Optimization exercise on an open flow, not production practice. RTL: at most simulated, not proved equivalent. Function not checked: run 7. Power: default activity.

--- design/flow/flow/pre_gpl.tcl ---
# Drop synthesis's buffers; repair_design after placement buffers what needs it.
remove_buffers
--- design/flow/flow/run.sh ---
#!/bin/bash
set -euo pipefail
export BUFFER_PORTS_ARGS="-buffer_cell sky130_fd_sc_hd__buf_1"
export PRE_GLOBAL_PLACE_TCL="$(pwd)/flow/pre_gpl.tcl"
bash standard.sh > flow_make.log 2>&1
--- design/flow/design.v ---
module coproc_lane_alu #(
    parameter int WIDTH  = 144,
    parameter int LANE_W = 8,
    parameter int DEPTH  = 4
) (
    input  logic                     clk,
    input  logic                     rst,
    input  logic [WIDTH-1:0]         din,
    input  logic                     din_valid,
    output logic                     din_ready,
    input  logic [2:0]               mode,
    input  logic [$clog2(DEPTH)-1:0] tap,
    input  logic                     clear,
    output logic [WIDTH-1:0]         dout,
    output logic                     dout_valid,
    input  logic                     dout_ready,
    output logic [15:0]              count
);
    localparam int LANES = WIDTH / LANE_W;
    logic [WIDTH-1:0] r_hist [0:DEPTH-1];
    logic [WIDTH-1:0] r_acc;
    logic [WIDTH-1:0] r_dout;
    logic [DEPTH-1:0] r_hv;           
    logic             r_av;           
    logic             r_dout_valid;
    logic [15:0]      r_count;
    logic             w_accept;
    logic             m_delay, m_add, m_sub, m_xor, m_acc;
    logic [WIDTH-1:0] w_a, w_b;
    logic [WIDTH-1:0] w_result;
    assign din_ready  = !r_dout_valid || dout_ready;
    assign w_accept   = din_valid && din_ready;
    assign dout       = r_dout;
    assign dout_valid = r_dout_valid;
    assign count      = r_count;
    assign m_delay = (mode == 3'd1);
    assign m_add   = (mode == 3'd2);
    assign m_sub   = (mode == 3'd3);
    assign m_xor   = (mode == 3'd4);
    assign m_acc   = (mode == 3'd5);
    logic s_din, s_h0, s_h0n, s_h1, s_h2, s_h3, s_acc;
    assign s_din = !m_delay;
    assign s_h0  = (m_add || m_xor || (m_delay && tap == 2'd0)) && !clear && r_hv[0];
    assign s_h0n = m_sub && !clear && r_hv[0];
    assign s_h1  = m_delay && tap == 2'd1 && !clear && r_hv[1];
    assign s_h2  = m_delay && tap == 2'd2 && !clear && r_hv[2];
    assign s_h3  = m_delay && tap == 2'd3 && !clear && r_hv[3];
    assign s_acc = m_acc && !clear && r_av;
    assign w_a = (din & {WIDTH{s_din}}) | (r_hist[1] & {WIDTH{s_h1}})
               | (r_hist[2] & {WIDTH{s_h2}}) | (r_hist[3] & {WIDTH{s_h3}});
    assign w_b = (r_hist[0] & {WIDTH{s_h0}}) | (~r_hist[0] & {WIDTH{s_h0n}}) | (r_acc & {WIDTH{s_acc}});
    always_comb begin
        for (int l = 0; l < LANES; l++) begin
            logic [7:0] g, t, c;
            logic [7:0] G1, T1, G2, T2;
            for (int i = 0; i < 8; i++) begin
                g[i] = w_a[l*8+i] & (w_b[l*8+i] & !m_xor);
                t[i] = w_a[l*8+i] | w_b[l*8+i];
            end
            g[0] = g[0] | (t[0] & s_h0n);
            G1 = g; T1 = t;
            for (int i = 1; i < 8; i += 2) begin
                G1[i] = g[i] | (t[i] & g[i-1]);
                T1[i] = t[i] & t[i-1];
            end
            G2 = G1; T2 = T1;
            for (int j = 0; j < 8; j += 4) begin
                for (int i = j + 2; i < j + 4; i++) begin
                    G2[i] = G1[i] | (T1[i] & G1[j+1]);
                    T2[i] = T1[i] & T1[j+1];
                end
            end
            for (int i = 0; i < 8; i++) begin
                c[i] = (i < 4) ? G2[i] : (G2[i] | (T2[i] & G2[3]));
            end
            w_result[l*8] = w_a[l*8] ^ (w_b[l*8] ^ s_h0n);
            for (int i = 1; i < 8; i++) begin
                w_result[l*8+i] = w_a[l*8+i] ^ (w_b[l*8+i] ^ c[i-1]);
            end
        end
    end
    always_ff @(posedge clk or negedge rst) begin
        if (!rst) begin
            r_dout_valid <= 1'b0;
        end else if (w_accept) begin
            r_dout_valid <= 1'b1;
        end else if (dout_ready) begin
            r_dout_valid <= 1'b0;
        end
    end
    always_ff @(posedge clk) begin
        if (w_accept) begin
            r_dout <= w_result;
        end
    end
    always_ff @(posedge clk) begin
        if (w_accept) begin
            for (int k = DEPTH - 1; k > 0; k--) begin
                r_hist[k] <= r_hist[k-1];
            end
            r_hist[0] <= din;
        end
    end
    always_ff @(posedge clk or negedge rst) begin
        if (!rst) begin
            r_hv <= '0;
        end else if (w_accept) begin
            r_hv <= {(clear ? {(DEPTH-1){1'b0}} : r_hv[DEPTH-2:0]), 1'b1};
        end else if (clear) begin
            r_hv <= '0;
        end
    end
    always_ff @(posedge clk) begin
        if (w_accept && m_acc) begin
            r_acc <= w_result;
        end
    end
    always_ff @(posedge clk or negedge rst) begin
        if (!rst) begin
            r_av <= 1'b0;
        end else if (w_accept && m_acc) begin
            r_av <= 1'b1;
        end else if (clear) begin
            r_av <= 1'b0;
        end
    end
    always_ff @(posedge clk or negedge rst) begin
        if (!rst) begin
            r_count <= '0;
        end else if (w_accept) begin
            r_count <= (clear ? 16'd0 : r_count) + 16'd1;
        end else if (clear) begin
            r_count <= '0;
        end
    end
endmodule
--- design/flow/config.mk ---
export PLATFORM = sky130hd
export DESIGN_NAME = coproc_lane_alu
export DESIGN_NICKNAME = coproc_lane_alu
export VERILOG_FILES = /design/flow/design.v
export SDC_FILE = /design/flow/constraint.sdc
export NUM_CORES = 4
export LEC_CHECK = 0
export CAP_MARGIN = 20
export CORE_MARGIN = 2
export CORE_UTILIZATION = 55
export GPL_TIMING_DRIVEN = 0
export SETUP_SLACK_MARGIN = 0.1
export SLEW_MARGIN = 20
--- design/flow/constraint.sdc ---
create_clock -name core_clock -period 3.5 [get_ports {clk}]
set_input_delay 0.7000 -clock core_clock [delete_from_list [all_inputs] [get_ports {clk}]]
set_output_delay 0.7000 -clock core_clock [all_outputs]
set_load 0.01 [all_outputs]
--- design/flow/standard.sh ---
#!/bin/bash
# synth_recipe.tcl (not shown) runs the flow's synth.tcl, then flattens the netlist and writes it again
# the make line also repeats each setting of config.mk as NAME=value (left out here)
make -C /OpenROAD-flow-scripts/flow DESIGN_CONFIG=/design/flow/config.mk WORK_HOME=/design/flow/orfs CLKGATE_MAP_FILE= SYNTH_SCRIPT=/design/flow/synth_recipe.tcl "${@:-finish}"
==> impl_metrics.toml, run 1 <==
[critical_path]
worstSetupStartpointType = "input port"
arrival_ps = 3730
worstPathRequired_ps = 3870
criticalPathCategory = "in2reg"
path_max_fanout = 49
worstSetupEndpointType = "flip-flop"
reg2reg_depth = 10

[clock_network]
clk_pin_slew_ps = 60
root_buffer = "clkbuf_16"
numCtsBuffers = 93
clock_latency_ps = 660
clock_path_buffers = 3
htree_levels = 3
ctsHoldBuffers = 0
cts.sinks = 886
cts_tree = "built"

[synthesis]
avgSynthCellArea_um2 = 13.5
synth_top_area_cell = "edfxtp_1"
yosys_register_bits = 886
syn-num-nets = 3045
synth_top_cell_area_share_pct = 66.3
async_flop_share_pct = 2.48
synth_cell_type_count = 81
synthFlopType = "edfxtp_1"
ys_seq_area_share_pct = 67.7
postSynthCellCount = 2890
yosysWarnings = 2
synth_enable_flop_cells = 864
netlist_area_mm2 = 0.0391
ys_top_cells_by_area = "edfxtp_1, xnor2_1, a22oi_1, nor2_1, a221o_1"

[global_route]
grt_pass1_wl_um = 161000
gr-total-overflow = 0
grt_max_degree = 183
grt_usage_pct = 29.1
grt_pass1_vias = 26200
antenna_found_initial = 23

[drt]
dr.pass1.iters = 6
via_count = 26600
remaining_drc_errors = 0
wire_per_inst_um = 25.7
first_iter_violations = 2684
detail-route-antenna-nets = 0
routed_wl_um = 109000
via_per_inst = 6.28

[sta]
period_share_pct = 95.9
clock_skew_ps = 26.2
fin_setup_tns_ps = 0
slew_headroom_pct = 34.1
period_needed_ps = 3360
hold_viol = 0
rsz0062_at_grt = "true"
worst_pin_slew_ps = 988
whs_ps = 10.9
setup_viol = 0
slew_violations = 0
max_freq_mhz = 298

[place]
io_buffers = 315
gp_congestion = 0.801
dp_hpwl_um = 67700

[cells_and_area]
synthToLayoutAreaGrowth_pct = 17.6
fillers = 5320
mostFrequentLayoutCells = "edfxtp_1, buf_1, nor2_1"
nNetsFinal = 3375
final_common_cell = "edfxtp_1"
drive_gt1_share_pct = 10.7

[floorplan]
rows = 97
die_area_mm2 = 0.0733
die_h_um = 271
core_mm2 = 0.0703
start_util_pct = 55.7
io_pins = 316
die_w_um = 271

[pwr]
power_density_mw_per_mm2 = 541
p_leak_nw = 15.0
ir_worst_vdd_mv = 0.443

[run_status]
status = "timing/DRC/antenna clean"

[worst_hold_path]
min_path_type = "in2async"

[run]
drv_cap = 0
==> state kept, by name (all words and copies together), names as in the netlist <==
register / cells
r_acc: 144
r_av: 1
r_count: 16
r_dout: 144
r_dout_valid: 1
r_hist: 576
r_hv: 4
==> metal layers <==
| layer | vias up | GRT usage [%] | routed length (um) |
|---|---|---|---|
| li1 | 11900 | - | - |
| met1 | 13400 | 39.2 | 44600 |
| met2 | 1114 | 46.0 | 51900 |
| met3 | 182 | 6.08 | 8800 |
| met4 | 14 | 12.6 | 3670 |
| met5 | - | 0 | 86 |
==> final timing paths <==
path | startpoint | endpoint | slack [ps]
max | mode[1] | r_dout[55]$_DFFE_PP_ | 140
min | rst | r_count[15]$_DFF_PN0_ | 10
max reg2reg | r_hv[0]$_DFFE_PN0P_ | r_dout[71]$_DFFE_PP_ | 190
min reg2reg | r_hist[1][119]$_DFFE_PP_ | r_hist[2][119]$_DFFE_PP_ | 430
max in group asynchronous | rst | r_hv[2]$_DFFE_PN0P_ | 3100
min in group core_clock | din[42] | r_hist[0][42]$_DFFE_PP_ | 250
==> cell families after synthesis <==
logic type	after synthesis	synth area share (%)
AOI/OAI and AO/OA	805	15.3
xor gates and xnor gates	231	5.17
adders and majority gates	1	0.0320
buffers and inverters	193	2.48
DFF	886	67.7
muxes	9	0.230
and+or+nand+nor	765	9.07
==> metrics by stage <==
step	area (um2)	cells	total power [mW]	util (%)	setup slack [ps]
global placement	40600	3966	14.9	57.8	-14830
detailed placement	42100	4030	15.0	59.9	-1810
global route	46000	4245	25.7	65.5	70.7
finish	46000	4246	24.9	65.5	144
CTS	45600	4222	25.0	64.9	102
floorplan	39200	2890	14.2	-	-142
==> synth_stat cells (17+ instances only) <==
master,number
edfxtp_1,864
nor2_1,290
nand2_1,180
a22oi_1,169
xnor2_1,161
a21oi_1,105
buf_2,91
nand3_1,82
a221o_1,74
xor2_1,70
o21ai_0,62
a221oi_1,59
nor3_1,53
clkbuf_1,51
o21ai_1,44
a31oi_1,34
a21o_1,33
nand3b_1,33
a2bb2oi_1,31
and2_1,25
nor2b_1,24
buf_4,23
o21a_1,23
dfrtp_1,22
o22ai_1,22
a211o_1,17
a22o_1,17
o211ai_1,17
==> worst max-delay path, cell delays in order <==
cell and delay [ps]:
buf_2 200, or3b_4 450, buf_12 180, buf_12 180
buf_12 180, buf_12 190, a22oi_1 230, o21ai_1 160
nor2_2 280, a211oi_2 110, a311o_1 350, o22ai_2 250
xnor2_1 170
==> area by class of cell <==
type                            instances  area (um2)  share of cell area [%]
Sequential cell                       886       26500                    57.6
Multi-Input combinational cell       1815       12300                    26.6
Timing Repair Buffer                  410        2930                    6.37
Clock buffer                          109        2410                    5.23
Tap cell                              940        1180                    2.56
Clock inverter                         58         634                    1.38
Inverter                               14        78.8                   0.171
Antenna cell                           14        35.0                  0.0761
==> timing repair <==
action                     in CTS  in global routing
buffers inserted               20                  8
pin swaps                      11                  9
setup endpoints to repair     408                 87
gates cloned                    5                  2
gates resized for setup        51                 50
==> power breakdown <==
part           internal (mW)  switching (mW)
registers               12.5           0.286
logic                  0.730            1.41
clock network           5.80            4.19
==> run 2, diff against run 1 <==
--- a/design/flow/config.mk
+++ b/design/flow/config.mk
@@ -9,4 +9,6 @@
 export CORE_MARGIN = 2
 export CORE_UTILIZATION = 55
+export CTS_CLUSTER_DIAMETER = 100
+export CTS_CLUSTER_SIZE = 20
 export GPL_TIMING_DRIVEN = 0
 export SETUP_SLACK_MARGIN = 0.1
==> run 2 against run 1 <==
Against the previous run:
- worst setup slack got worse by 7.3 ps
- wire length decreased by 0.61%
- cell area decreased by 3.4%
- clock power decreased by 39%
- first-iteration DRC count increased by 0.75%
- still clean on timing, DRC and antenna
- fmax decreased by 0.22%
- non-clock buffer count increased by 5
- die area unchanged
- sequential share of layout area increased by 2.1 points
- clock-buffer cell count decreased by 47
- synthesized area unchanged
- synthesized cell count unchanged
==> impl_metrics.toml, run 2 <==
[cells_and_area]
mostFrequentLayoutCells = "edfxtp_1, buf_1, nor2_1"
nNetsFinal = 3337
reg_top3 = "r_hist x576, r_acc x144, r_dout x144"
regMostFlops = "r_hist"
drive_gt1_share_pct = 9.05
final_cells = 4146
largest_reg_flops = 576
synthToLayoutAreaGrowth_pct = 13.6
final_common_cell = "edfxtp_1"

[place]
dp_slack_ps = -1810
io_buffers = 315
dp_cells = 4030
dp_hpwl_um = 67700
gp_congestion = 0.801

[synthesis]
avgSynthCellArea_um2 = 13.5
synthFlopType = "edfxtp_1"
synth_common_cells = "edfxtp_1, nor2_1, nand2_1"
ys_top_cells_by_area = "edfxtp_1, xnor2_1, a22oi_1, nor2_1, a221o_1"
synth_top_cell_area_share_pct = 66.3
synth_top_area_cell = "edfxtp_1"
postSynthCellCount = 2890
yosys_register_bits = 886
async_flop_share_pct = 2.48
yosysMostFrequentCell = "edfxtp_1"
yosysWarnings = 2
synth_enable_flop_cells = 864
synth_cell_type_count = 81
syn-num-nets = 3045
ys_seq_area_share_pct = 67.7
netlist_area_mm2 = 0.0391

[run]
drv_cap = 0

[global_route]
grt_max_degree = 183
gr-total-overflow = 0
grt_pass1_vias = 25700
grt_use_met1_pct = 39.1
grt_usage_pct = 28.6
antenna_found_initial = 21
met2_usage_pct = 45.8
grt_pass1_wl_um = 159000
grt-busiest-layer = "met2"
met3_usage_pct = 5.02

[sta]
worst_pin_slew_ps = 965
rsz0062_at_grt = "true"
setup_viol = 0
fin_ws_ps = 137
period_share_pct = 96.1
hold_viol = 0
slew_violations = 0
clock_skew_ps = 31.6
fin_setup_tns_ps = 0
max_freq_mhz = 297
slew_headroom_pct = 35.7
period_needed_ps = 3360
whs_ps = 31.2

[drt]
wire_per_inst_um = 26.1
via_count = 26300
routed_wl_um = 108000
first_iter_violations = 2704
dr.pass1.iters = 6
remaining_drc_errors = 0
detail-route-antenna-nets = 0
via_per_inst = 6.35

[critical_path]
crit_chain = "buf_4 -> buf_12 -> buf_12 -> and4b_4 -> buf_12 -> a22oi_1 -> a21oi_1 -> a31oi_1 -> o21a_1 -> o21ai_2 -> o311ai_1 -> a21oi_1 -> xnor2_1"
r2r_slack_ps = 150
worstSetupEndpointType = "flip-flop"
path_max_fanout = 30
r2r-start = "r_hv[0]$_DFFE_PN0P_"
criticalPathCategory = "in2reg"
reg2reg_depth = 10
cp_common_cell = "buf_12"
worstPathRequired_ps = 3860
worstSetupStartpointType = "input port"
arrival_ps = 3720
cpMaxStageDelayCell = "a21oi_1"
cpPeakStageDelay_ps = 370
reg2reg_to = "r_dout[63]$_DFFE_PP_"

[clock_network]
numCtsBuffers = 50
clock_path_buffers = 3
htree_levels = 2
cts.sinks = 886
root_buffer = "clkbuf_16"
cts_tree = "built"
clk_pin_slew_ps = 90
clock_latency_ps = 630
ctsHoldBuffers = 0

[floorplan]
core_mm2 = 0.0703
start_util_pct = 55.7
io_pins = 316
rows = 97
die_w_um = 271
die_area_mm2 = 0.0733
die_h_um = 271

[pwr]
seq_power_share_pct = 60.6
clockPowerShare_pct = 29.1
ir_worst_vdd_mv = 0.491
p_sw_mw = 5.07
internal_power_mw = 15.9
p_leak_nw = 14.2
combPwrFrac_pct = 10.3
switching_share_pct = 24.2
power_density_mw_per_mm2 = 472

[worst_hold_path]
min_path_type = "in2async"

[run_status]
status = "timing/DRC/antenna clean"
-- run 2: kinds of logic (layout without fill, tap and decap cells) --
group,after synthesis,after routing,share of synthesized area [%]
AO/OA/AOI/OAI,805,805,15.3
XOR/XNOR,231,231,5.17
adder cells (fa/ha/maj),1,1,0.0320
buffers and inverters,193,492,2.48
flip-flops,886,886,67.7
multiplexers,9,9,0.230
other,0,13,0
AND/OR/NAND/NOR,765,769,9.07
-- run 2: area by class of cell --
| class | count | area, um2 |
|---|---|---|
| multi-input combinational | 1815 | 12300 |
| tap | 940 | 1180 |
| sequential | 886 | 26500 |
| antenna | 13 | 32.5 |
| clock buffer | 62 | 1360 |
| timing repair buffer | 415 | 2930 |
| clock inverter | 1 | 16.3 |
| inverter | 14 | 78.8 |
| fill | 5475 | 25800 |
-- run 2: power by group through the flow --
| stage | clock (mW) | sequential (mW) | combinational [mW] |
|---|---|---|---|
| final | 6.10 | 12.7 | 2.16 |
| after global routing | 6.57 | 12.8 | 2.33 |
| after CTS | 6.23 | 12.7 | 2.09 |
| after detailed placement | 0 | 12.9 | 2.02 |
| after global placement | 0 | 13.0 | 1.90 |
| after floorplan | 0 | 12.9 | 1.24 |
-- run 2: how the worst max path moves through the flow --
stage                                        to  depth (start not counted)  startpoint
after floorplan              r_acc[0]$_DFFE_PP_                          3     mode[1]
after global placement       r_acc[6]$_DFFE_PP_                          9     mode[2]
after detailed placement   r_dout[79]$_DFFE_PP_                         12       clear
after CTS                   r_acc[21]$_DFFE_PP_                         12       clear
after global routing      r_dout[143]$_DFFE_PP_                         13     mode[1]
final                      r_acc[111]$_DFFE_PP_                         13      tap[0]
-- run 2: worst max-delay path, delay by kind of cell --
family / cells / cell delay [ps]
AO/OA/AOI/OAI: 7 / 1710
XOR/XNOR: 1 / 150
buffers and inverters: 4 / 810
AND/OR/NAND/NOR: 1 / 330
-- run 2: through the flow --
step                      utilization [%]  area (um2)  total power, mW
after floorplan                         -       39200             14.2
after global placement               57.8       40600             14.9
after detailed placement             59.9       42100             15.0
after CTS                            62.6       44000             21.0
after global routing                 63.2       44400             21.7
final                                63.2       44400             21.0
-- run 2: repair_timing --
action	in CTS	in global routing
endpoints found under the setup margin	410	92
gates resized for setup	52	63
endpoints found under the hold margin	0	0
pin swaps	11	10
setup buffers	22	11
cloned	5	2
-- run 2: per-layer routing --
layer  vias up  part of all wire, %
met5         -                0.080
met4        14                  3.6
met1     13300                   42
met3       183                  7.1
li1      11800                    -
met2      1004                   47
==> run 3, diff against run 2 <==
--- a/design/flow/config.mk
+++ b/design/flow/config.mk
@@ -12,4 +12,4 @@
 export CTS_CLUSTER_SIZE = 20
 export GPL_TIMING_DRIVEN = 0
-export SETUP_SLACK_MARGIN = 0.1
+export SETUP_SLACK_MARGIN = 0.05
 export SLEW_MARGIN = 20
==> run 3 against run 2 <==
Against the previous run:
- cell area fell by 0.65%
- clock-buffer cell count stayed put
- clock skew shrank 9.9 ps
- clock power is essentially flat
- via count about the same
- worst hold slack lost 9.0 ps
- cell count shrank 0.22%
- global-route usage up 0.80 points
- non-clock buffer count shrank 9
- sequential share of layout area rose by 0.38 points
==> impl_metrics.toml, run 3 <==
[drt]
first_iter_violations = 2966
via_count = 26300
remaining_drc_errors = 0
wire_per_inst_um = 26.6
via_per_inst = 6.36
routed_wl_um = 110000
detail-route-antenna-nets = 0
dr.pass1.iters = 6

[critical_path]
arrival_ps = 3700
cpMaxStageDelayCell = "o311a_4"
worstSetupStartpointType = "input port"
criticalPathCategory = "in2reg"
crit_chain = "clkbuf_4 -> nor2b_4 -> o311a_4 -> buf_16 -> buf_16 -> a22o_1 -> a31oi_1 -> o21ai_2 -> a21oi_4 -> o21a_1 -> mux2i_1 -> o311ai_0"
cp_common_cell = "buf_16"
cpPeakStageDelay_ps = 390
path_max_fanout = 43
worstPathRequired_ps = 3800
worstSetupEndpointType = "flip-flop"

[floorplan]
die_w_um = 271
die_area_mm2 = 0.0733
start_util_pct = 55.7
core_mm2 = 0.0703
die_h_um = 271
io_pins = 316
rows = 97

[synthesis]
synth_common_cells = "edfxtp_1, nor2_1, nand2_1"
synth_enable_flop_cells = 864
yosysMostFrequentCell = "edfxtp_1"
yosys_register_bits = 886
synth_cell_type_count = 81
synth_top_cell_area_share_pct = 66.3
async_flop_share_pct = 2.48
synth_top_area_cell = "edfxtp_1"
synthMuxAreaShare_pct = 0.230
syn-num-nets = 3045
synthFlopType = "edfxtp_1"
yosys.area_share.simple_pct = 9.07
netlist_area_mm2 = 0.0391
yosysWarnings = 2
synthAdderAreaFrac_pct = 0.0320
synth_top_family_by_area = "compound AO/OA/AOI/OAI gates"
synth_xor_area_share_pct = 5.17
ys_top_cells_by_area = "edfxtp_1, xnor2_1, a22oi_1, nor2_1, a221o_1"
ys_seq_area_share_pct = 67.7
avgSynthCellArea_um2 = 13.5
synth_compound_area_share_pct = 15.3
postSynthCellCount = 2890

[global_route]
grt_pass1_vias = 25800
grt_usage_pct = 29.4
grt_max_degree = 241
gr-total-overflow = 0
antenna_found_initial = 24
grt_pass1_wl_um = 162000

[cells_and_area]
synthToLayoutAreaGrowth_pct = 12.9
largest_reg_flops = 576
drive_gt1_share_pct = 7.97
reg_top3 = "r_hist x576, r_acc x144, r_dout x144"
fillers = 5441
nNetsFinal = 3330
final_common_cell = "edfxtp_1"
mostFrequentLayoutCells = "edfxtp_1, buf_1, nor2_1"
regMostFlops = "r_hist"

[pwr]
power_density_mw_per_mm2 = 474
p_total_mw = 20.9
ir_worst_vdd_mv = 0.457
p_leak_nw = 14.1

[sta]
clock_skew_ps = 21.7
period_share_pct = 97.3
hold_viol = 0
fin_setup_tns_ps = 0
max_freq_mhz = 294
whs_ps = 22.3
slew_violations = 0
slew_headroom_pct = 2.92
period_needed_ps = 3400
setup_viol = 0
worst_pin_slew_ps = 1460
rsz0062_at_grt = "false"

[clock_network]
htree_levels = 2
cts.sinks = 886
numCtsBuffers = 50
clk_pin_slew_ps = 80
clock_path_buffers = 3
root_buffer = "clkbuf_16"
cts_tree = "built"
clock_latency_ps = 630

[run]
drv_cap = 0

[place]
dp_hpwl_um = 66800
gp_congestion = 0.807
io_buffers = 315

[run_status]
status = "timing/DRC/antenna clean"

[worst_hold_path]
min_path_type = "in2async"
==> run 3: cell count changes in the layout (fill, tap and decap cells not counted), sizes merged <==
cell,change
and2,-1
and4bb,+1
buf,-8
clkbuf,-1
diode,-2
o311a,+1
or3b,+1
==> run 3: per-layer routing <==
layer	wire, um	GRT usage, %
met5	121	0
met2	52500	47.6
met4	3480	10.3
met1	45400	40.2
met3	8290	5.32
==> run 3: path summary, 6_finish.rpt <==
path	endpoint	cells after the start	from	slack (ps)
max	r_acc[69]$_DFFE_PP_	12	mode[1]	100
max reg2reg	r_acc[127]$_DFFE_PP_	12	r_hv[1]$_DFFE_PN0P_	200
min in group core_clock	r_hist[0][54]$_DFFE_PP_	1	din[54]	270
min	r_count[13]$_DFF_PN0_	1	rst	20
min reg2reg	r_hist[2][5]$_DFFE_PP_	0	r_hist[1][5]$_DFFE_PP_	450
max in group asynchronous	r_hv[1]$_DFFE_PN0P_	2	rst	2970
==> run 3: cell families after synthesis <==
group | count (synthesis)
DFF | 886
AOI/OAI and AO/OA | 805
and+or+nand+nor | 765
muxes | 9
buffers and inverters | 193
xor gates and xnor gates | 231
adders and majority gates | 1
==> run 3: final cells by class <==
cell class                      count  area [um2]  share of cell area, %
Sequential cell                   886       26500                   60.0
Timing Repair Buffer              406        2790                   6.32
Antenna cell                       11        27.5                 0.0624
Clock inverter                      1        16.3                 0.0368
Tap cell                          940        1180                   2.66
Inverter                           14        83.8                  0.190
Clock buffer                       62        1360                   3.08
Multi-Input combinational cell   1817       12200                   27.6
==> run 3: power breakdown <==
group / switching [mW] / internal (mW)
combinational: 1.42 / 0.712
clock: 3.35 / 2.73
sequential: 0.282 / 12.4
total: 5.05 / 15.9
==> run 3: repair_timing <==
action / 4_1_cts / 5_1_grt
buffers inserted: 24 / 7
resized for setup: 66 / 24
pin swaps: 11 / 7
hold buffers: 0 / 0
cloned: 7 / 0
endpoints found under the setup margin: 375 / 65
==> run 3: critical path, delay by kind of cell <==
family / cells / cell delay (ps)
buffers and inverters: 3 / 670
AO/OA/AOI/OAI: 7 / 1920
AND/OR/NAND/NOR: 1 / 180
multiplexers: 1 / 190
==> run 3: metrics by stage <==
step	std cells	area (um2)	setup WS (ps)	utilization [%]
6_report	4137	44100	95.3	62.8
5_1_grt	4136	44100	50.3	62.8
4_1_cts	4119	43900	50.3	62.5
3_5_place_dp	4026	42000	-1980	59.7
3_3_place_gp	3966	40600	-14720	57.8
2_1_floorplan	2890	39200	-142	-
==> run 4, diff against run 3 <==
--- a/design/flow/config.mk
+++ b/design/flow/config.mk
@@ -10,6 +10,6 @@
 export CORE_UTILIZATION = 55
 export CTS_CLUSTER_DIAMETER = 100
-export CTS_CLUSTER_SIZE = 20
+export CTS_CLUSTER_SIZE = 25
 export GPL_TIMING_DRIVEN = 0
-export SETUP_SLACK_MARGIN = 0.05
+export SETUP_SLACK_MARGIN = 0.1
 export SLEW_MARGIN = 20
==> run 4 against run 3 <==
Against the previous run:
- critical endpoint is now r_dout[63]$_DFFE_PP_
- critical path type unchanged
- non-clock buffer count is 14 higher
- first-iteration DRC count fell by 8.0%
- sequential share of layout area is 0.15 points lower
==> impl_metrics.toml, run 4 <==
[synthesis]
synth_top_area_cell = "edfxtp_1"
ys_top_cells_by_area = "edfxtp_1, xnor2_1, a22oi_1, nor2_1, a221o_1"
postSynthCellCount = 2890
async_flop_share_pct = 2.48
synth_common_cells = "edfxtp_1, nor2_1, nand2_1"
synth_cell_type_count = 81
synth_top_cell_area_share_pct = 66.3
yosys_register_bits = 886
ys_seq_area_share_pct = 67.7
synth_enable_flop_cells = 864
avgSynthCellArea_um2 = 13.5
yosysWarnings = 2
yosysMostFrequentCell = "edfxtp_1"
syn-num-nets = 3045
netlist_area_mm2 = 0.0391
synthFlopType = "edfxtp_1"

[sta]
fin_setup_tns_ps = 0
worst_pin_slew_ps = 954
whs_ps = 58.6
period_share_pct = 95.4
fin_ws_ps = 162
slew_headroom_pct = 36.4
setup_viol = 0
period_needed_ps = 3340
max_freq_mhz = 300
clock_skew_ps = 44.6
hold_viol = 0
rsz0062_at_grt = "true"
slew_violations = 0

[drt]
detail-route-antenna-nets = 0
first_iter_violations = 2730
via_per_inst = 6.35
wire_per_inst_um = 26.0
dr.pass1.iters = 7
remaining_drc_errors = 0
via_count = 26300
routed_wl_um = 108000

[clock_network]
ctsHoldBuffers = 0
cts.sinks = 886
htree_levels = 2
root_buffer = "clkbuf_16"
numCtsBuffers = 41
clock_path_buffers = 3
clk_pin_slew_ps = 100
cts_tree = "built"
clock_latency_ps = 630

[critical_path]
cp_top_family = "compound AO/OA/AOI/OAI gates"
reg2reg_depth = 10
cpMaxStageDelayCell = "a211oi_4"
worstSetupEndpointType = "flip-flop"
worstSetupStartpointType = "input port"
criticalPathCategory = "in2reg"
path_depth = 14
cp_common_cell = "buf_12"
crit_chain = "buf_2 -> buf_12 -> buf_12 -> nor4bb_4 -> buf_6 -> and2_4 -> buf_16 -> a22oi_1 -> o21ai_1 -> nand2_1 -> a211oi_4 -> a311o_1 -> o22ai_1 -> xnor2_1"
worstPathRequired_ps = 3860
worst-path-buf-inv = 5
arrival_ps = 3700
cpPeakStageDelay_ps = 370
path_max_fanout = 32

[global_route]
met2_usage_pct = 45.4
antenna_found_initial = 22
grt_pass1_vias = 25600
met3_usage_pct = 5.57
gr-total-overflow = 0
grt_use_met1_pct = 38.4
grt-busiest-layer = "met2"
grt_usage_pct = 28.4
grt_max_degree = 183
grt_pass1_wl_um = 158000

[cells_and_area]
multi_input_area_mm2 = 0.0123
reg_top3 = "r_hist x576, r_acc x144, r_dout x144"
final_common_cell = "edfxtp_1"
regArea_mm2 = 0.0265
drive_gt1_share_pct = 8.91
nNetsFinal = 3333
fillers = 5474
regMostFlops = "r_hist"
synthToLayoutAreaGrowth_pct = 13.2
largest_reg_flops = 576
mostFrequentLayoutCells = "edfxtp_1, buf_1, nor2_1"
finalInstanceArea_mm2 = 0.0443

[pwr]
power_density_mw_per_mm2 = 460
p_leak_nw = 14.1
combPwrFrac_pct = 10.6
seq_power_share_pct = 62.5
internal_power_mw = 15.4
switching_share_pct = 24.3
p_sw_mw = 4.94
clockPowerShare_pct = 26.9
ir_worst_vdd_mv = 0.411

[place]
dp_slack_ps = -1810
dp_hpwl_um = 67700
gp_congestion = 0.801
io_buffers = 315
placed_area_mm2 = 0.0421

[floorplan]
io_pins = 316
core_mm2 = 0.0703
die_h_um = 271
start_util_pct = 55.7
die_w_um = 271
rows = 97
die_area_mm2 = 0.0733

[worst_hold_path]
min_path_type = "in2async"

[run]
drv_cap = 0

[run_status]
status = "timing/DRC/antenna clean"
-- run 4: cell counts after synthesis --
Identical to the previous run, type by type.
-- run 4: cell type report --
class / instances / area share (%)
Tap cell: 940 / 2.66
Sequential cell: 886 / 59.9
Multi-Input combinational cell: 1815 / 27.9
Antenna cell: 13 / 0.0735
Clock buffer: 49 / 2.48
Timing Repair Buffer: 420 / 6.78
Clock inverter: 2 / 0.0565
Inverter: 14 / 0.178
-- run 4: worst register-to-register path, cell delays in order, from the launching register on --
cell     delay (ps)
dfrtp_1         440
nor2b_1         260
o311a_4         310
buf_16          260
a22o_1          230
a31oi_2         170
o21ai_2         380
a21oi_4         160
nor4_2          490
o22ai_1         190
xnor2_1         190
-- run 4: logic make-up after synthesis --
kind of cell | count (synthesis) | share of synthesized area (%)
AOI/OAI and AO/OA | 805 | 15.3
DFF | 886 | 67.7
xor gates and xnor gates | 231 | 5.17
buffers and inverters | 193 | 2.48
and+or+nand+nor | 765 | 9.07
muxes | 9 | 0.230
adders and majority gates | 1 | 0.0320
-- run 4: per-layer routing --
layer | up-vias | wire (um) | part of all wire, %
li1 | 11800 | - | -
met1 | 13300 | 44700 | 42
met2 | 978 | 51200 | 48
met3 | 162 | 8160 | 7.6
met4 | 14 | 3470 | 3.2
met5 | - | 75 | 0.070
-- run 4: repair_timing --
| action | CTS | global route |
|---|---|---|
| gates cloned | 4 | 3 |
| endpoints found under the setup margin | 384 | 91 |
| pin swaps | 11 | 11 |
| setup buffers | 24 | 14 |
| resized for setup | 51 | 62 |
-- run 4: worst paths after layout --
check                                         start                       end  slack, ps
hold reg to reg            r_hist[2][116]$_DFFE_PP_  r_hist[3][116]$_DFFE_PP_        440
hold / removal                                  rst      r_count[0]$_DFF_PN0_         60
min in group core_clock                    din[108]  r_hist[0][108]$_DFFE_PP_        270
setup / recovery                             tap[0]      r_dout[63]$_DFFE_PP_        160
setup reg to reg                r_hv[0]$_DFFE_PN0P_       r_acc[71]$_DFFE_PP_        200
max in group asynchronous                       rst       r_hv[2]$_DFFE_PN0P_       3060
-- run 4: power by group through the flow --
stage                     Combinational (mW)  Clock, mW  Sequential, mW
after floorplan                         1.24          0            12.9
after global placement                  1.90          0            13.0
after detailed placement                2.02          0            12.9
after CTS                               2.09       5.64            12.7
after global routing                    2.33       5.95            12.8
final                                   2.16       5.48            12.7
-- run 4: metrics by stage --
stage	instances	total power, mW	utilization [%]
after floorplan	2890	14.2	-
after global placement	3966	14.9	57.8
after detailed placement	4030	15.0	59.9
after CTS	4109	20.4	62.2
after global routing	4137	21.1	63.0
final	4139	20.4	63.0
==> run 5, diff against run 4 <==
--- a/design/flow/config.mk
+++ b/design/flow/config.mk
@@ -9,7 +9,7 @@
 export CORE_MARGIN = 2
 export CORE_UTILIZATION = 55
-export CTS_CLUSTER_DIAMETER = 100
-export CTS_CLUSTER_SIZE = 25
+export CTS_CLUSTER_DIAMETER = 80
+export CTS_CLUSTER_SIZE = 30
 export GPL_TIMING_DRIVEN = 0
-export SETUP_SLACK_MARGIN = 0.1
+export SETUP_SLACK_MARGIN = 0.15
 export SLEW_MARGIN = 20
==> run 5 against run 4 <==
Against the previous run:
- worst hold slack lost 34 ps
- cell area grew 1.4%
- global-route usage grew 0.68 points
- clock power grew 11%
- fmax grew 0.96%
- via count grew 1.2%
- clock-buffer cell count shrank 3
- clock skew shrank 14 ps
- first-iteration DRC count grew 18%
- critical path depth shrank 2
- die area is the same
- critical endpoint is now r_dout[103]$_DFFE_PP_
- highest routed layer unchanged
==> impl_metrics.toml, run 5 <==
[cells_and_area]
postLayoutCoreUtil_pct = 63.8
largest_reg_flops = 576
nNetsFinal = 3344
drive_gt1_share_pct = 10.2
finalInstanceArea_mm2 = 0.0449
reg_top3 = "r_hist x576, r_acc x144, r_dout x144"
regMostFlops = "r_hist"
final_common_cell = "edfxtp_1"
synthToLayoutAreaGrowth_pct = 14.7
mostFrequentLayoutCells = "edfxtp_1, buf_1, nor2_1"

[synthesis]
ys_top_cells_by_area = "edfxtp_1, xnor2_1, a22oi_1, nor2_1, a221o_1"
synth_common_cells = "edfxtp_1, nor2_1, nand2_1"
syn-num-nets = 3045
postSynthCellCount = 2890
yosysMostFrequentCell = "edfxtp_1"
async_flop_share_pct = 2.48
ys_seq_area_share_pct = 67.7
yosysWarnings = 2
netlist_area_mm2 = 0.0391
yosys_register_bits = 886
synth_top_cell_area_share_pct = 66.3
synth_top_area_cell = "edfxtp_1"
synth_enable_flop_cells = 864
synth_cell_type_count = 81
avgSynthCellArea_um2 = 13.5
synthFlopType = "edfxtp_1"

[sta]
setup_viol = 0
slew_headroom_pct = 26.3
period_needed_ps = 3310
period_share_pct = 94.5
slew_violations = 0
worst_pin_slew_ps = 1110
hold_viol = 0
clock_skew_ps = 30.2
max_freq_mhz = 302
rsz0062_at_grt = "true"

[drt]
via_per_inst = 6.38
wl_met2_um = 53500
routed_wl_um = 111000
detail-route-antenna-nets = 0
dr.pass1.iters = 6
dr_wl_met3_um = 8020
remaining_drc_errors = 0
wire_per_inst_um = 26.7
top_layer_used = "met5"
wl_met1_um = 47000
via_count = 26600
first_iter_violations = 3209

[clock_network]
htree_levels = 2
cts_tree = "built"
clock_latency_ps = 630
numCtsBuffers = 42
clk_pin_slew_ps = 120
root_buffer = "clkbuf_16"
cts.sinks = 886
clock_path_buffers = 3

[place]
placed_area_mm2 = 0.0421
dp_hpwl_um = 67700
gp_congestion = 0.802
io_buffers = 315

[critical_path]
worstSetupEndpointType = "flip-flop"
worstPathRequired_ps = 3880
cpPeakStageDelay_ps = 470
criticalPathCategory = "in2reg"
arrival_ps = 3680
crit_chain = "buf_2 -> nor4b_4 -> o311a_4 -> buf_4 -> buf_12 -> a221oi_1 -> nand2b_1 -> nor2b_2 -> a32oi_2 -> a31oi_4 -> o22ai_4 -> xnor2_2"
cpMaxStageDelayCell = "a221oi_1"
path_max_fanout = 26
worstSetupStartpointType = "input port"

[run_status]
status = "timing/DRC/antenna clean"

[floorplan]
rows = 97
die_area_mm2 = 0.0733
io_pins = 316
start_util_pct = 55.7
core_mm2 = 0.0703
die_w_um = 271
die_h_um = 271

[pwr]
p_leak_nw = 14.4
ir_worst_vdd_mv = 0.397
power_density_mw_per_mm2 = 469

[global_route]
grt_pass1_wl_um = 162000
grt_max_degree = 199
gr-total-overflow = 0
grt_pass1_vias = 25700
grt_usage_pct = 29.1
antenna_found_initial = 24

[worst_hold_path]
min_path_type = "in2async"

[run]
drv_cap = 0
## run 5: cell type report
type	instances	area, um2
Multi-Input combinational cell	1817	12400
Clock inverter	28	294
Inverter	14	81.3
Clock buffer	46	1110
Fill cell	5375	25400
Antenna cell	9	22.5
Sequential cell	886	26500
Tap cell	940	1180
Timing Repair Buffer	428	3250
## run 5: per-stage QoR
| stage | TNS (ps) | power [mW] | hold WS (ps) | setup WS [ps] | cells |
|---|---|---|---|---|---|
| 2_1_floorplan | -20430 | 14.2 | 404 | -142 | 2890 |
| 3_5_place_dp | -268760 | 15.0 | 433 | -1760 | 4030 |
| 6_report | 0 | 21.0 | 24.3 | 194 | 4168 |
| 3_3_place_gp | -4033550 | 14.9 | 427 | -14840 | 3966 |
| 4_1_cts | 0 | 21.1 | 15.4 | 156 | 4139 |
| 5_1_grt | 0 | 21.7 | 57.1 | 113 | 4167 |
## run 5: critical path: cells and delay by family
kind / cells / cell delay, ps
compound gates: 5 / 1710
buf+inv: 3 / 660
simple gates: 3 / 480
xor+xnor: 1 / 100
## run 5: layer usage
layer  global-route usage [%]  up-vias
met5                        0        -
li1                         -    11900
met3                     5.03      155
met2                     47.6     1024
met4                     8.30       26
met1                     40.3    13500
## run 5: worst paths after layout
check / depth (start not counted) / slack, ps / end / from
min in group core_clock: 1 / 270 / r_hist[0][107]$_DFFE_PP_ / din[107]
setup / recovery: 12 / 190 / r_dout[103]$_DFFE_PP_ / tap[1]
hold reg to reg: 0 / 450 / r_hist[3][5]$_DFFE_PP_ / r_hist[2][5]$_DFFE_PP_
setup reg to reg: 10 / 220 / r_acc[143]$_DFFE_PP_ / r_hv[0]$_DFFE_PN0P_
hold / removal: 1 / 20 / r_count[9]$_DFF_PN0_ / rst
max in group asynchronous: 1 / 3080 / r_hv[2]$_DFFE_PN0P_ / rst
## run 5: cell families (layout without fill, tap and decap cells)
| group | Yosys count | in the layout | share of synthesized area [%] |
|---|---|---|---|
| fa+ha+maj | 1 | 1 | 0.0320 |
| xor+xnor | 231 | 231 | 5.17 |
| compound gates | 805 | 806 | 15.3 |
| simple gates | 765 | 770 | 9.07 |
| flops | 886 | 886 | 67.7 |
| buf+inv | 193 | 516 | 2.48 |
| mux | 9 | 9 | 0.230 |
| other cells | 0 | 9 | 0 |
## run 5: repair_timing
item                       in CTS  in global routing
hold buffers                    0                  0
setup endpoints to repair     236                 78
pin swaps                      18                 18
buffers inserted               27                 14
resized for setup              96                 44
gates cloned                    8                  6
## run 5: report_power, final
group	internal [mW]	total, mW	switching [mW]
Combinational	0.771	2.22	1.45
Clock	2.46	6.09	3.63
Sequential	12.4	12.7	0.287
Total	15.7	21.0	5.37
==> run 6, diff against run 5 <==
--- a/design/flow/config.mk
+++ b/design/flow/config.mk
@@ -9,6 +9,7 @@
 export CORE_MARGIN = 2
 export CORE_UTILIZATION = 55
-export CTS_CLUSTER_DIAMETER = 80
-export CTS_CLUSTER_SIZE = 30
+export CTS_BUF_LIST = sky130_fd_sc_hd__clkbuf_8
+export CTS_CLUSTER_DIAMETER = 100
+export CTS_CLUSTER_SIZE = 16
 export GPL_TIMING_DRIVEN = 0
 export SETUP_SLACK_MARGIN = 0.15
==> run 6 against run 5 <==
Against the previous run:
- still clean on timing, DRC and antenna
- critical path type is now reg2reg
- sequential power barely moved
- worst setup slack got worse by 32 ps
- largest cell class unchanged
- clock power shrank 19%
==> impl_metrics.toml, run 6 <==
[run_status]
status = "timing/DRC/antenna clean"

[cells_and_area]
nNetsFinal = 3351
regMostFlops = "r_hist"
reg_top3 = "r_hist x576, r_acc x144, r_dout x144"
final_cells = 4158
mostFrequentLayoutCells = "edfxtp_1, buf_1, nor2_1"
postLayoutCoreUtil_pct = 62.7
synthToLayoutAreaGrowth_pct = 12.7
finalInstanceArea_mm2 = 0.0441
final_common_cell = "edfxtp_1"
drive_gt1_share_pct = 9.41
fillers = 5492
largest_reg_flops = 576

[drt]
via_per_inst = 6.35
dr.pass1.iters = 6
wire_per_inst_um = 26.4
detail-route-antenna-nets = 0
via_count = 26400
remaining_drc_errors = 0
routed_wl_um = 110000
first_iter_violations = 2964

[pwr]
ir_worst_vdd_mv = 0.321
p_total_mw = 19.8
seq_power_share_pct = 64.2
clockPowerShare_pct = 24.8
internal_power_mw = 14.8
combPwrFrac_pct = 11.0
p_sw_mw = 5.00
switching_share_pct = 25.3
power_density_mw_per_mm2 = 449
p_leak_nw = 14.1

[sta]
hold_viol = 0
worst_pin_slew_ps = 1100
period_needed_ps = 3340
rsz0062_at_grt = "true"
fin_setup_tns_ps = 0
whs_ps = 155
period_share_pct = 95.4
clock_skew_ps = 42.5
max_freq_mhz = 300
slew_violations = 0
setup_viol = 0
fin_ws_ps = 162
slew_headroom_pct = 26.8

[critical_path]
reg2reg_to = "r_dout[71]$_DFFE_PP_"
worstPathRequired_ps = 4010
arrival_ps = 3850
reg2reg_depth = 11
criticalPathCategory = "reg2reg"
path_max_fanout = 30
r2r-start = "r_hv[0]$_DFFE_PN0P_"
crit_start = "r_hv[0]$_DFFE_PN0P_"
r2r_slack_ps = 160
endpoint = "r_dout[71]$_DFFE_PP_"
worstSetupStartpointType = "flip-flop"
worstSetupEndpointType = "flip-flop"

[place]
io_buffers = 315
placed_area_mm2 = 0.0421
dp_hpwl_um = 67700
dp_cells = 4030
dp_slack_ps = -1760
gp_congestion = 0.802

[synthesis]
yosys_register_bits = 886
postSynthCellCount = 2890
synth_enable_flop_cells = 864
synth_common_cells = "edfxtp_1, nor2_1, nand2_1"
synth_compound_area_share_pct = 15.3
synth_xor_area_share_pct = 5.17
ys_top_cells_by_area = "edfxtp_1, xnor2_1, a22oi_1, nor2_1, a221o_1"
synth_cell_type_count = 81
synth_top_cell_area_share_pct = 66.3
syn-num-nets = 3045
async_flop_share_pct = 2.48
synth_top_area_cell = "edfxtp_1"
yosysWarnings = 2
netlist_area_mm2 = 0.0391
synthFlopType = "edfxtp_1"
synthMuxAreaShare_pct = 0.230
synthAdderAreaFrac_pct = 0.0320
synth_top_family_by_area = "compound AO/OA/AOI/OAI gates"
avgSynthCellArea_um2 = 13.5
ys_seq_area_share_pct = 67.7
yosys.area_share.simple_pct = 9.07
yosysMostFrequentCell = "edfxtp_1"

[global_route]
gr-total-overflow = 0
grt_pass1_vias = 25800
antenna_found_initial = 22
grt_usage_pct = 29.1
grt_max_degree = 199
grt_pass1_wl_um = 162000

[clock_network]
clock_path_buffers = 3
cts.sinks = 886
htree_levels = 2
cts_tree = "built"
numCtsBuffers = 61
clock_latency_ps = 740
clk_pin_slew_ps = 120
root_buffer = "clkbuf_8"

[floorplan]
start_util_pct = 55.7
core_mm2 = 0.0703
die_h_um = 271
die_area_mm2 = 0.0733
io_pins = 316
die_w_um = 271
rows = 97

[worst_hold_path]
min_path_type = "in2reg"

[run]
drv_cap = 0
==> run 6: layout make-up <==
type                            instances  area [um2]  share of cell area [%]
Tap cell                              940        1180                    2.67
Clock buffer                           63         867                    1.97
Sequential cell                       886       26500                    60.1
Antenna cell                           10        25.0                  0.0568
Timing Repair Buffer                  416        3000                    6.80
Inverter                               14        81.3                   0.185
Multi-Input combinational cell       1817       12400                    28.1
Clock inverter                         12        56.3                   0.128
==> run 6: cell families after synthesis <==
family	Yosys count
buf+inv	193
simple gates	765
compound gates	805
flops	886
fa+ha+maj	1
xor+xnor	231
mux	9
==> run 6: power by group through the flow <==
| stage | logic, mW | registers (mW) | clock network [mW] |
|---|---|---|---|
| 2_1_floorplan | 1.24 | 12.9 | 0 |
| 3_3_place_gp | 1.89 | 13.0 | 0 |
| 3_5_place_dp | 2.02 | 12.9 | 0 |
| 4_1_cts | 2.11 | 12.7 | 5.05 |
| 5_1_grt | 2.36 | 12.8 | 5.37 |
| 6_report | 2.18 | 12.7 | 4.91 |
==> run 6: metal layers <==
metal	part of all wire (%)	global-route usage (%)	wire, um
met1	42	40.6	46200
met2	48	47.3	52600
met3	7.3	5.01	8050
met4	2.5	8.36	2720
met5	0.12	0	129
==> run 6: repair_timing <==
| action | in CTS | in global routing |
|---|---|---|
| gates cloned | 6 | 3 |
| buffers inserted | 25 | 8 |
| pin swaps | 16 | 17 |
| hold buffers | 1 | 0 |
| endpoints found under the hold margin | 22 | 0 |
| setup endpoints to repair | 190 | 70 |
| gates resized for setup | 74 | 52 |
==> run 6: how the worst min path moves through the flow <==
stage               depth (start not counted)                startpoint                        to  slack [ps]
global route                                1                  din[128]  r_hist[0][128]$_DFFE_PP_         110
CTS                                         1                  din[128]  r_hist[0][128]$_DFFE_PP_          90
floorplan                                   0                       rst          r_av$_DFFE_PN0P_         400
global placement                            0   r_hist[1][73]$_DFFE_PP_   r_hist[2][73]$_DFFE_PP_         430
detailed placement                          0  r_hist[1][113]$_DFFE_PP_  r_hist[2][113]$_DFFE_PP_         430
finish                                      1                   din[42]   r_hist[0][42]$_DFFE_PP_         160
==> run 6: worst max-delay path: stages, from the launching register on <==
cell	delay, ps
dfrtp_1	450
nor2b_4	210
o311a_4	210
buf_12	200
buf_12	240
a22o_1	160
a31oi_1	190
o21ai_2	380
a21oi_4	170
nor4_4	410
o22ai_2	140
xnor2_1	320
==> run 7, diff against run 6 <==
--- a/design/flow/design.v
+++ b/design/flow/design.v
@@ -90,5 +90,5 @@
     end
     always_ff @(posedge clk) begin
-        if (w_accept) begin
+        if (din_ready) begin
             r_dout <= w_result;
         end
--- a/design/flow/config.mk
+++ b/design/flow/config.mk
@@ -8,9 +8,8 @@
 export CAP_MARGIN = 20
 export CORE_MARGIN = 2
-export CORE_UTILIZATION = 55
-export CTS_BUF_LIST = sky130_fd_sc_hd__clkbuf_8
+export CORE_UTILIZATION = 65
 export CTS_CLUSTER_DIAMETER = 100
-export CTS_CLUSTER_SIZE = 16
+export CTS_CLUSTER_SIZE = 20
 export GPL_TIMING_DRIVEN = 0
-export SETUP_SLACK_MARGIN = 0.15
+export SETUP_SLACK_MARGIN = 0.1
 export SLEW_MARGIN = 20
==> run 7 against run 6 <==
Against the previous run:
- critical path type unchanged
- total power up 7.6%
- still clean
- combinational power up 6%
- sequential share of layout area down 0.26 points
- worst setup slack worse by 69 ps
- sequential power about the same
- register-to-register slack worse by 70 ps
- wire length up 2.7%
- via count up 4.6%
- synthesized cell count unchanged
- cell area up 0.44%
- clock skew down 12 ps
- fmax down 2.0%
==> impl_metrics.toml, run 7 <==
[critical_path]
cpPeakStageDelay_ps = 460
arrival_ps = 3760
worstSetupStartpointType = "flip-flop"
path_max_fanout = 28
criticalPathCategory = "reg2reg"
worstSetupEndpointType = "flip-flop"
crit_chain = "nand4bb_4 -> buf_12 -> or2_4 -> buf_4 -> a21oi_1 -> a31oi_4 -> o21ai_2 -> a21oi_4 -> nor4_2 -> o22ai_2 -> xnor2_1"
cpMaxStageDelayCell = "dfrtp_1"
worstPathRequired_ps = 3860

[sta]
whs_ps = 50.2
clock_skew_ps = 30.9
fin_ws_ps = 93.7
slew_headroom_pct = 24.7
period_share_pct = 97.3
slew_violations = 0
setup_viol = 0
max_freq_mhz = 294
rsz0062_at_grt = "true"
period_needed_ps = 3410
worst_pin_slew_ps = 1130
fin_setup_tns_ps = 0
hold_viol = 0

[synthesis]
avgSynthCellArea_um2 = 13.5
yosysWarnings = 2
synth_cell_type_count = 81
synth_top_area_cell = "edfxtp_1"
postSynthCellCount = 2890
synth_enable_flop_cells = 864
synthFlopType = "edfxtp_1"
syn-num-nets = 3045
async_flop_share_pct = 2.48
synth_top_cell_area_share_pct = 66.3
ys_top_cells_by_area = "edfxtp_1, xnor2_1, a22oi_1, nor2_1, a221o_1"
yosys_register_bits = 886
yosysMostFrequentCell = "edfxtp_1"
netlist_area_mm2 = 0.0391
synth_common_cells = "edfxtp_1, nor2_1, nand2_1"
ys_seq_area_share_pct = 67.7

[cells_and_area]
fillers = 3754
largest_reg_flops = 576
postLayoutCoreUtil_pct = 74.7
drive_gt1_share_pct = 8.47
reg_top3 = "r_hist x576, r_acc x144, r_dout x144"
regMostFlops = "r_hist"
mostFrequentLayoutCells = "edfxtp_1, buf_1, nor2_1"
nNetsFinal = 3344
synthToLayoutAreaGrowth_pct = 13.2
final_common_cell = "edfxtp_1"

[clock_network]
cts_tree = "built"
ctsHoldBuffers = 0
htree_levels = 2
clock_path_buffers = 3
cts.sinks = 886
root_buffer = "clkbuf_16"
clk_pin_slew_ps = 90
clock_latency_ps = 630
numCtsBuffers = 50

[global_route]
antenna_found_initial = 26
grt_usage_pct = 35.1
grt_max_degree = 196
met2_usage_pct = 54.8
grt_use_met1_pct = 48.5
gr-total-overflow = 0
grt-busiest-layer = "met2"
met3_usage_pct = 6.45
grt_pass1_wl_um = 165000
grt_pass1_vias = 26800

[pwr]
p_leak_nw = 14.3
power_density_mw_per_mm2 = 481
ir_worst_vdd_mv = 0.484
p_total_mw = 21.3

[place]
io_buffers = 315
gp_congestion = 0.859
dp_hpwl_um = 67600
dp_slack_ps = -1790

[drt]
detail-route-antenna-nets = 0
routed_wl_um = 113000
first_iter_violations = 3702
via_per_inst = 6.90
remaining_drc_errors = 0
wire_per_inst_um = 28.2
via_count = 27600
dr.pass1.iters = 6

[run]
drv_cap = 0

[floorplan]
die_w_um = 249
io_pins = 316
die_area_mm2 = 0.0622
start_util_pct = 66.0
core_mm2 = 0.0592
rows = 89
die_h_um = 249

[worst_hold_path]
min_path_type = "in2async"

[run_status]
status = "timing/DRC/antenna clean"
-- run 7: kinds of logic (layout without fill, tap and decap cells) --
logic type	count (synthesis)	after routing	share of synthesized area [%]
compound gates	805	805	15.3
xor+xnor	231	231	5.17
fa+ha+maj	1	1	0.0320
buf+inv	193	505	2.48
flops	886	886	67.7
mux	9	9	0.230
other cells	0	18	0
simple gates	765	773	9.07
-- run 7: area by class of cell --
| type | count | area, um2 | area share (%) |
|---|---|---|---|
| clock buffers | 72 | 1400 | 3.16 |
| well taps | 773 | 967 | 2.18 |
| repair buffers | 417 | 2960 | 6.69 |
| diodes | 18 | 45.0 | 0.102 |
| repair inverters | 1 | 11.3 | 0.0254 |
| multi-input cells | 1819 | 12300 | 27.7 |
| flip-flops and latches | 886 | 26500 | 59.9 |
| inverters | 14 | 83.8 | 0.189 |
| clock inverters | 1 | 16.3 | 0.0367 |
-- run 7: repair_timing --
action,4_1_cts,5_1_grt
gates resized for setup,81,17
pin swaps,17,7
setup buffers,31,7
setup endpoints to repair,453,273
gates cloned,9,7
-- run 7: worst paths after layout --
kind                                              from                 endpoint  slack [ps]  cells after the start
worst max-delay path               r_hv[0]$_DFFE_PN0P_     r_dout[71]$_DFFE_PN_          90                     11
worst min-delay path                               rst      r_hv[0]$_DFFE_PN0P_          50                      1
worst max register to register     r_hv[0]$_DFFE_PN0P_     r_dout[71]$_DFFE_PN_          90                     11
worst min register to register  r_hist[2][3]$_DFFE_PP_   r_hist[3][3]$_DFFE_PP_         450                      0
max in group asynchronous                          rst      r_hv[3]$_DFFE_PN0P_        3000                      1
min in group core_clock                        din[82]  r_hist[0][82]$_DFFE_PP_         270                      1
-- run 7: routing by layer --
metal	share of wire, %	wire [um]
met3	10	11500
met4	4.3	4840
met2	47	52600
met1	39	43700
met5	0.092	104
-- run 7: power breakdown --
| group | leakage (nW) | switching (mW) | internal (mW) | total [mW] |
|---|---|---|---|---|
| logic | 5.10 | 1.55 | 0.770 | 2.32 |
| clock network | 0.683 | 3.36 | 2.78 | 6.13 |
| registers | 8.54 | 0.348 | 12.5 | 12.9 |
-- run 7: metrics by stage --
stage                     cells  area (um2)
after detailed placement   3856       41700
final                      4001       44300
after floorplan            2890       39200
after CTS                  3969       44000
after global routing       3998       44300
after global placement     3799       40400
-- run 7: worst max-delay path, delay by kind of cell (launching register included) --
family	cells	cell delay, ps
buffers and inverters	2	410
flip-flops	1	460
XOR/XNOR	1	210
AO/OA/AOI/OAI	5	1060
AND/OR/NAND/NOR	3	950
==> run 8, diff against run 7 <==
--- a/design/flow/design.v
+++ b/design/flow/design.v
@@ -90,5 +90,5 @@
     end
     always_ff @(posedge clk) begin
-        if (din_ready) begin
+        if (w_accept) begin
             r_dout <= w_result;
         end
==> run 8 against run 7 <==
Against the previous run:
- still clean
- clock-buffer cell count shrank 13
- fmax grew 2.0%
- synthesized area is the same
- sequential share of layout area grew 0.49 points
- global-route usage shrank 2.0 points
- non-clock buffer count shrank 13
- largest cell class unchanged
- highest routed layer unchanged
==> impl_metrics.toml, run 8 <==
[drt]
via_per_inst = 6.79
dr.pass1.iters = 6
wire_per_inst_um = 26.6
first_iter_violations = 3467
detail-route-antenna-nets = 0
routed_wl_um = 106000
remaining_drc_errors = 0
via_count = 27000

[synthesis]
synthMuxAreaShare_pct = 0.230
synth_top_area_cell = "edfxtp_1"
synth_enable_flop_cells = 864
synth_xor_area_share_pct = 5.17
syn-num-nets = 3045
yosys.area_share.simple_pct = 9.07
avgSynthCellArea_um2 = 13.5
postSynthCellCount = 2890
synthFlopType = "edfxtp_1"
ys_top_cells_by_area = "edfxtp_1, xnor2_1, a22oi_1, nor2_1, a221o_1"
synthAdderAreaFrac_pct = 0.0320
yosysWarnings = 2
synth_top_family_by_area = "compound AO/OA/AOI/OAI gates"
synth_common_cells = "edfxtp_1, nor2_1, nand2_1"
async_flop_share_pct = 2.48
yosys_register_bits = 886
synth_top_cell_area_share_pct = 66.3
synth_cell_type_count = 81
yosysMostFrequentCell = "edfxtp_1"
netlist_area_mm2 = 0.0391
ys_seq_area_share_pct = 67.7
synth_compound_area_share_pct = 15.3

[critical_path]
worstPathRequired_ps = 3880
r2r_slack_ps = 170
reg2reg_to = "r_acc[143]$_DFFE_PP_"
worstSetupStartpointType = "input port"
worstSetupEndpointType = "flip-flop"
path_max_fanout = 40
arrival_ps = 3710
endpoint = "r_dout[103]$_DFFE_PP_"
reg2reg_depth = 11
cpPeakStageDelay_ps = 580
crit_chain = "buf_2 -> nor2b_2 -> o311a_4 -> buf_12 -> a32o_1 -> a21oi_1 -> a21o_1 -> or4b_4 -> a31oi_4 -> o22ai_4 -> xnor2_1"
criticalPathCategory = "in2reg"
crit_start = "mode[1]"
cpMaxStageDelayCell = "or4b_4"
r2r-start = "r_hv[0]$_DFFE_PN0P_"

[global_route]
gr-total-overflow = 0
grt_usage_pct = 33.1
grt_pass1_wl_um = 156000
antenna_found_initial = 21
grt_max_degree = 245
grt_pass1_vias = 26000

[pwr]
p_total_mw = 20.8
ir_worst_vdd_mv = 0.411
p_leak_nw = 14.1
power_density_mw_per_mm2 = 474

[cells_and_area]
nNetsFinal = 3327
synthToLayoutAreaGrowth_pct = 12.3
finalInstanceArea_mm2 = 0.0439
final_cells = 3972
drive_gt1_share_pct = 7.82
final_common_cell = "edfxtp_1"
reg_top3 = "r_hist x576, r_acc x144, r_dout x144"
regMostFlops = "r_hist"
largest_reg_flops = 576
mostFrequentLayoutCells = "edfxtp_1, buf_1, nor2_1"

[run]
drv_cap = 0

[sta]
clock_skew_ps = 29.5
rsz0062_at_grt = "false"
hold_viol = 0
period_needed_ps = 3340
period_share_pct = 95.4
slew_violations = 0
max_freq_mhz = 300
worst_pin_slew_ps = 909
setup_viol = 0
slew_headroom_pct = 39.4

[clock_network]
cts_tree = "built"
clk_pin_slew_ps = 80
clock_latency_ps = 640
root_buffer = "clkbuf_16"
numCtsBuffers = 50
cts.sinks = 886
clock_path_buffers = 3
htree_levels = 2

[place]
gp_congestion = 0.834
dp_cells = 3856
dp_hpwl_um = 65400
io_buffers = 315
placed_area_mm2 = 0.0417

[floorplan]
rows = 89
core_mm2 = 0.0592
io_pins = 316
die_h_um = 249
start_util_pct = 66.0
die_area_mm2 = 0.0622
die_w_um = 249

[worst_hold_path]
min_path_type = "in2async"

[run_status]
status = "timing/DRC/antenna clean"
-- run 8: cells by family (layout without fill, tap and decap cells) --
logic type | count (synthesis) | count (layout)
AND/OR/NAND/NOR | 765 | 769
flip-flops | 886 | 886
buffers and inverters | 193 | 481
other | 0 | 16
adder cells (fa/ha/maj) | 1 | 1
multiplexers | 9 | 9
XOR/XNOR | 231 | 231
AO/OA/AOI/OAI | 805 | 806
-- run 8: cell type report --
class                           count  area (um2)
Sequential cell                   886       26500
Clock buffer                       59        1280
Timing Repair Buffer              404        2790
Fill cell                        3847       15300
Inverter                           14        81.3
Clock inverter                      4        50.0
Multi-Input combinational cell   1816       12200
Tap cell                          773         967
Antenna cell                       16        40.0
-- run 8: repair_timing --
action | 4_1_cts | 5_1_grt
gates resized for setup | 54 | 37
gates cloned | 6 | 1
pin swaps | 8 | 2
buffers inserted | 20 | 11
setup endpoints to repair | 274 | 76
hold buffers | 0 | 0
-- run 8: worst min path at each step --
stage,from,end,slack [ps],cells after the start
floorplan,rst,r_av$_DFFE_PN0P_,400,0
global placement,r_hist[1][65]$_DFFE_PP_,r_hist[2][65]$_DFFE_PP_,430,0
detailed placement,r_hist[2][126]$_DFFE_PP_,r_hist[3][126]$_DFFE_PP_,430,0
CTS,rst,r_count[14]$_DFF_PN0_,20,1
global route,rst,r_count[15]$_DFF_PN0_,50,1
finish,rst,r_count[15]$_DFF_PN0_,20,1
-- run 8: power breakdown --
part           internal (mW)  leakage (nW)  switching, mW  total, mW
clock network           2.61         0.650           3.35       5.96
logic                  0.713          4.95           1.42       2.13
registers               12.4          8.46          0.287       12.7
-- run 8: worst max-delay path, delay by kind of cell --
family                    cells  cell delay (ps)
and+or+nand+nor               2              990
xor gates and xnor gates      1              180
buffers and inverters         2              570
AOI/OAI and AO/OA             6             1240
-- run 8: routing by layer --
layer,vias to the layer above,GRT usage (%),share of wire (%)
li1,11800,-,-
met1,13600,46.0,40
met3,197,5.59,8.9
met5,-,0,0.060
met4,10,13.1,3.4
met2,1388,52.8,48
-- run 8: per-stage QoR --
step	TNS (ps)	util [%]	hold slack [ps]	setup slack [ps]
CTS	0	73.5	23.0	72.5
global route	0	74.1	51.2	78.4
global placement	-3718830	68.2	428	-13770
detailed placement	-403840	70.4	433	-2010
floorplan	-20430	-	404	-142
finish	0	74.1	18.1	162
==> run 9, diff against run 8 <==
--- a/design/flow/config.mk
+++ b/design/flow/config.mk
@@ -9,6 +9,7 @@
 export CORE_MARGIN = 2
 export CORE_UTILIZATION = 65
+export CTS_BUF_LIST = sky130_fd_sc_hd__clkbuf_8
 export CTS_CLUSTER_DIAMETER = 100
-export CTS_CLUSTER_SIZE = 20
+export CTS_CLUSTER_SIZE = 14
 export GPL_TIMING_DRIVEN = 0
 export SETUP_SLACK_MARGIN = 0.1
==> run 9 against run 8 <==
Against the previous run:
- worst setup slack lost 46 ps
- clock-buffer cell count is 20 higher
- core utilization down 0.43 points
- first-iteration DRC count fell by 4.2%
- synthesized cell count is the same
- clock skew decreased by 1.8 ps
- sequential power about the same
- total power fell by 2.9%
- clock power shrank about 10%
- via count is essentially flat
- worst hold slack better by 200 ps
- register-to-register slack worse by 50 ps
- critical path type unchanged
- largest cell class unchanged
==> impl_metrics.toml, run 9 <==
[floorplan]
die_w_um = 249
io_pins = 316
start_util_pct = 66.0
die_h_um = 249
die_area_mm2 = 0.0622
core_mm2 = 0.0592
rows = 89

[critical_path]
worstPathRequired_ps = 3870
cp_common_cell = "buf_12"
arrival_ps = 3760
path_max_fanout = 30
cp_top_family = "compound AO/OA/AOI/OAI gates"
cpPeakStageDelay_ps = 440
worstSetupStartpointType = "input port"
worst-path-buf-inv = 3
crit_chain = "buf_2 -> nand4bb_4 -> buf_12 -> or2_4 -> buf_12 -> a21oi_1 -> a31oi_1 -> o21ai_2 -> a21oi_4 -> o21a_1 -> mux2i_1 -> o311ai_0"
worstSetupEndpointType = "flip-flop"
cpMaxStageDelayCell = "a31oi_1"
criticalPathCategory = "in2reg"

[global_route]
grt_max_degree = 245
grt_usage_pct = 33.4
antenna_found_initial = 20
grt_pass1_vias = 26200
gr-total-overflow = 0
grt_pass1_wl_um = 157000

[cells_and_area]
finalInstanceArea_mm2 = 0.0437
mostFrequentLayoutCells = "edfxtp_1, buf_1, nor2_1"
final_cells = 4004
nNetsFinal = 3352
drive_gt1_share_pct = 8.55
reg_top3 = "r_hist x576, r_acc x144, r_dout x144"
regMostFlops = "r_hist"
largest_reg_flops = 576
synthToLayoutAreaGrowth_pct = 11.6
fillers = 3863
postLayoutCoreUtil_pct = 73.7
final_common_cell = "edfxtp_1"

[sta]
setup_viol = 0
fin_ws_ps = 116
max_freq_mhz = 296
hold_viol = 0
period_share_pct = 96.7
clock_skew_ps = 27.7
slew_violations = 0
slew_headroom_pct = 41.8
rsz0062_at_grt = "false"
worst_pin_slew_ps = 873
period_needed_ps = 3380
whs_ps = 213

[synthesis]
avgSynthCellArea_um2 = 13.5
ys_seq_area_share_pct = 67.7
synth_cell_type_count = 81
synth_common_cells = "edfxtp_1, nor2_1, nand2_1"
async_flop_share_pct = 2.48
ys_top_cells_by_area = "edfxtp_1, xnor2_1, a22oi_1, nor2_1, a221o_1"
yosysWarnings = 2
netlist_area_mm2 = 0.0391
synth_top_cell_area_share_pct = 66.3
yosys_register_bits = 886
postSynthCellCount = 2890
syn-num-nets = 3045
synth_enable_flop_cells = 864
yosysMostFrequentCell = "edfxtp_1"
synthFlopType = "edfxtp_1"
synth_top_area_cell = "edfxtp_1"

[pwr]
power_density_mw_per_mm2 = 463
ir_worst_vdd_mv = 0.458
p_leak_nw = 14.0

[worst_hold_path]
min_path_type = "in2reg"

[drt]
via_per_inst = 6.73
via_count = 26900
remaining_drc_errors = 0
wire_per_inst_um = 26.4
detail-route-antenna-nets = 0
dr.pass1.iters = 6
routed_wl_um = 106000
first_iter_violations = 3320

[clock_network]
root_buffer = "clkbuf_8"
cts_tree = "built"
htree_levels = 3
cts.sinks = 886
clk_pin_slew_ps = 90
clock_latency_ps = 690
clock_path_buffers = 3
numCtsBuffers = 73

[place]
dp_hpwl_um = 65400
io_buffers = 315
dp_cells = 3856
placed_area_mm2 = 0.0417
dp_slack_ps = -2010
gp_congestion = 0.834

[run_status]
status = "timing/DRC/antenna clean"

[run]
drv_cap = 0
-- run 9: worst reg2reg max path, delay by kind of cell, from the launching register on --
kind / cells / cell delay (ps)
flip-flops: 1 / 470
AND/OR/NAND/NOR: 2 / 400
AO/OA/AOI/OAI: 6 / 1540
multiplexers: 1 / 190
buffers and inverters: 2 / 470
-- run 9: repair_timing --
action                                  in CTS  in global routing
gates resized for setup                     45                 35
endpoints found under the hold margin       22                  0
setup buffers                               24                  8
cloned                                       5                  0
pin swaps                                    8                  6
endpoints found under the setup margin     252                 72
hold buffers                                 1                  0
-- run 9: cells by family after synthesis --
kind of cell             after synthesis  synth area share [%]
XOR/XNOR                             231                  5.17
AND/OR/NAND/NOR                      765                  9.07
multiplexers                           9                 0.230
adder cells (fa/ha/maj)                1                0.0320
AO/OA/AOI/OAI                        805                  15.3
flip-flops                           886                  67.7
buffers and inverters                193                  2.48
-- run 9: final cells by class --
class | count | area (um2) | area share (%)
Antenna cell | 15 | 37.5 | 0.0860
Clock buffer | 79 | 1090 | 2.49
Clock inverter | 15 | 67.6 | 0.155
Inverter | 14 | 78.8 | 0.181
Multi-Input combinational cell | 1816 | 12100 | 27.8
Sequential cell | 886 | 26500 | 60.7
Tap cell | 773 | 967 | 2.22
Timing Repair Buffer | 406 | 2780 | 6.37
-- run 9: worst paths after layout --
check,end,slack (ps),from,depth (start not counted)
max in group asynchronous,r_hv[3]$_DFFE_PN0P_,2600,rst,2
max,r_acc[53]$_DFFE_PP_,120,mode[2],12
min reg2reg,r_hist[2][118]$_DFFE_PP_,450,r_hist[1][118]$_DFFE_PP_,0
min in group asynchronous,r_count[15]$_DFF_PN0_,510,rst,2
max reg2reg,r_acc[53]$_DFFE_PP_,120,r_hv[0]$_DFFE_PN0P_,11
min,r_hist[0][140]$_DFFE_PP_,210,din[140],1
-- run 9: metal layers --
metal	routed length [um]	global-route usage, %	part of all wire (%)
met1	42000	46.2	40
met2	50300	53.0	48
met3	9370	5.85	8.9
met4	4160	13.7	3.9
met5	69	0	0.065
-- run 9: metrics by stage --
stage / power (mW) / setup TNS, ps
after detailed placement: 14.9 / -403840
after floorplan: 14.2 / -20430
after global placement: 14.8 / -3718830
after CTS: 20.2 / 0
after global routing: 20.9 / 0
final: 20.2 / 0
-- run 9: power by group --
| part | switching, mW | leakage, nW | internal [mW] |
|---|---|---|---|
| combinational | 1.42 | 4.95 | 0.716 |
| clock | 3.32 | 0.644 | 2.05 |
| sequential | 0.286 | 8.46 | 12.4 |
